Source: an optimization exercise on an open RTL-to-GDS flow (aim: small area, a short achievable clock period and few clock cycles per item). Production flows keep margins and buffers that such runs may drop.
The RTL was checked by simulation tests, not by an equivalence proof against the original design.

Design samplerz_top, start of the top module:
module samplerz_top (
  input  logic          clk,
  input  logic          rst_i,
  input  logic          din_val_i,
  input  logic [31:0]   mu_i,         
  input  logic [15:0]   inv_sigma_sqr_div_2_i,
  input  logic          rand_val_i,
  input  logic [161:0]  rand_i,       
  output logic          ready_o,
  output logic          request_rand_o,
  output logic          dout_val_o,
  output logic [15:0]   w_o
);
export LEC_CHECK = 0
export ABC_AREA = 1
export CAP_MARGIN = 40
export CORE_MARGIN = 2
export CORE_UTILIZATION = 40
export SETUP_SLACK_MARGIN = 5
export SLEW_MARGIN = 60
create_clock -name core_clock -period 14.0 [get_ports {clk}]
standard.sh (not shown) runs the stock make flow with config.mk's settings and CLKGATE_MAP_FILE= SYNTH_SCRIPT=/design/flow/synth_recipe.tcl, a recipe that flattens the netlist after the stock synthesis.
==> flow/flow/run.sh <==
#!/bin/bash
set -euo pipefail
bash standard.sh SETUP_SLACK_MARGIN=9 finish > flow_make.log 2>&1
Testbench counts at the start, summed over its fixed seeds: cycles 83,315, samples 12,000.
==> next run, changes <==
==> flow/flow/run.sh (replaced) <==
#!/bin/bash
set -euo pipefail
bash standard.sh SETUP_SLACK_MARGIN=8 finish > flow_make.log 2>&1
- CORE_UTILIZATION: 40 -> 55
What happened: The changed run finished with timing, DRC and antenna clean. Routed wire length decreases by 13%. Global-route usage is higher by 5.8 points. Sequential cell count is unchanged. Critical path depth is lower by 1. Design area went down by 14%. Count of clock-buffer cells in the layout went down by 6.
==> next run, changes <==
- CAP_MARGIN: 40 -> 20
- CORE_UTILIZATION: 55 -> 40
- SLEW_MARGIN: 60 -> 20
Result: The new run finished clean. Routed wire length grows by 5.2%. Worst setup slack gains 54 ps. Non-clock buffer count climbs by 58. Core utilization shrinks by 16 points. Final cell count goes up by about 6%. Die area goes up by 37%. First-iteration DRC count decreases by about 5.5%. Synthesized cell count does not change. Sequential share of layout area goes down by 0.47 points. Fmax rose by 0.92%.
==> next run, changes <==
==> flow/flow/run.sh (replaced) <==
#!/bin/bash
set -euo pipefail
bash standard.sh SETUP_SLACK_MARGIN=7 finish > flow_make.log 2>&1
- ABC_AREA: 1 -> not set
- CAP_MARGIN: 20 -> 40
- SLEW_MARGIN: 20 -> 60
=> Non-clock buffer count falls by 115; setup slack gets worse by 930 ps; core utilization goes down by 2.9 points; final cell count shrinks by 17%; die area went down by about 1.8%; wire length drops by about 8%; first-iteration DRC count goes down by about 13%; clock-buffer cell count is unchanged; global-route usage shrinks by 1.2 points; critical path depth shrinks by 6.

samplerz_top again, from the RTL that the note above started with.
Settings: LEC_CHECK=0, CAP_MARGIN=40, CORE_MARGIN=2, CORE_UTILIZATION=40, SETUP_SLACK_MARGIN=5, SLEW_MARGIN=60; clock period 14.0 ns.
==> flow/flow/run.sh <==
#!/bin/bash
set -euo pipefail
bash standard.sh SETUP_SLACK_MARGIN=8 finish > flow_make.log 2>&1
Testbench counts at the start, summed over its fixed seeds: cycles 83,315, samples 12,000.
Then changed:
--- a/flow/config.mk
+++ b/flow/config.mk
@@ -6,7 +6,7 @@
 export NUM_CORES = 4
 export LEC_CHECK = 0
-export CAP_MARGIN = 40
+export CAP_MARGIN = 20
 export CORE_MARGIN = 2
 export CORE_UTILIZATION = 40
 export SETUP_SLACK_MARGIN = 5
-export SLEW_MARGIN = 60
+export SLEW_MARGIN = 20
Cell count is about the same; maximum frequency rises by about 0.7%; design area barely changes; sequential share of layout area is about the same; count of clock-buffer cells in the layout falls by 5; routed wire length barely changes; first-iteration DRC count falls by 1.9%; via count rises by 0.52%.
Then changed:
==> flow/flow/run.sh (replaced) <==
#!/bin/bash
set -euo pipefail
bash standard.sh SETUP_SLACK_MARGIN=10 finish > flow_make.log 2>&1
--- a/flow/config.mk
+++ b/flow/config.mk
@@ -6,7 +6,7 @@
 export NUM_CORES = 4
 export LEC_CHECK = 0
-export CAP_MARGIN = 20
+export CAP_MARGIN = 40
 export CORE_MARGIN = 2
 export CORE_UTILIZATION = 40
 export SETUP_SLACK_MARGIN = 5
-export SLEW_MARGIN = 20
+export SLEW_MARGIN = 60
Synthesized area does not change.
Register-to-register slack gains 0.13 ns.
Core utilization increases by 2.4 points.
Then changed:
==> flow/flow/run.sh (replaced) <==
#!/bin/bash
set -euo pipefail
bash standard.sh SETUP_SLACK_MARGIN=7 finish > flow_make.log 2>&1
--- a/flow/config.mk
+++ b/flow/config.mk
@@ -6,4 +6,5 @@
 export NUM_CORES = 4
 export LEC_CHECK = 0
+export ABC_AREA = 1
 export CAP_MARGIN = 40
 export CORE_MARGIN = 2
Hold slack improved by 0.0083 ns.
Sequential share of layout area increases by 1.4 points.
Clock-buffer cell count increases by 2.
Setup slack got worse by 0.26 ns.
Wire length decreases by 6.0%.

-- port drivers added, routing unchanged --
The flow's constraints put no driver on any port. The routed layouts listed below were extracted and timed again, unchanged, in two steps. Step 1, drivers: a clkbuf_16 drives clk and a buf_2 each remaining input, both assumed. Step 2 adds t to the input delays and takes it off the output delays; t is the mean of the earliest and latest rising clock arrival at the registers after step 1. Input paths then give back, and output paths get back, about the clock's delay inside the block. Slacks: ideal / step 1 / step 2; pairs: ideal / step 1.
run	t, ns	setup slack, ns	worst setup path at the end	cell pins on the clock port's net
the first run of note 1	0.617	8.216 / 8.216 / 8.216	register to register	1
the second run of note 1	0.608	8.041 / 8.041 / 7.549	input to register	1
the third run of note 1	0.621	8.095 / 8.136 / 7.515	input to register	1
the fourth run of note 1	0.661	7.162 / 7.206 / 6.545	input to register	1
the first run of note 2	0.627	7.548 / 7.548 / 7.293	input to register	1
the second run of note 2	0.621	7.591 / 7.591 / 7.255	input to register	1
the third run of note 2	0.656	7.718 / 7.718 / 7.385	input to register	1
the fourth run of note 2	0.611	7.455 / 7.455 / 7.183	input to register	1
After both steps setup and hold are still met in every run listed. For the fourth run of note 1, which loses most, drivers alone change the setup slack by +0.044 ns; drivers and shift together by -0.617 ns.
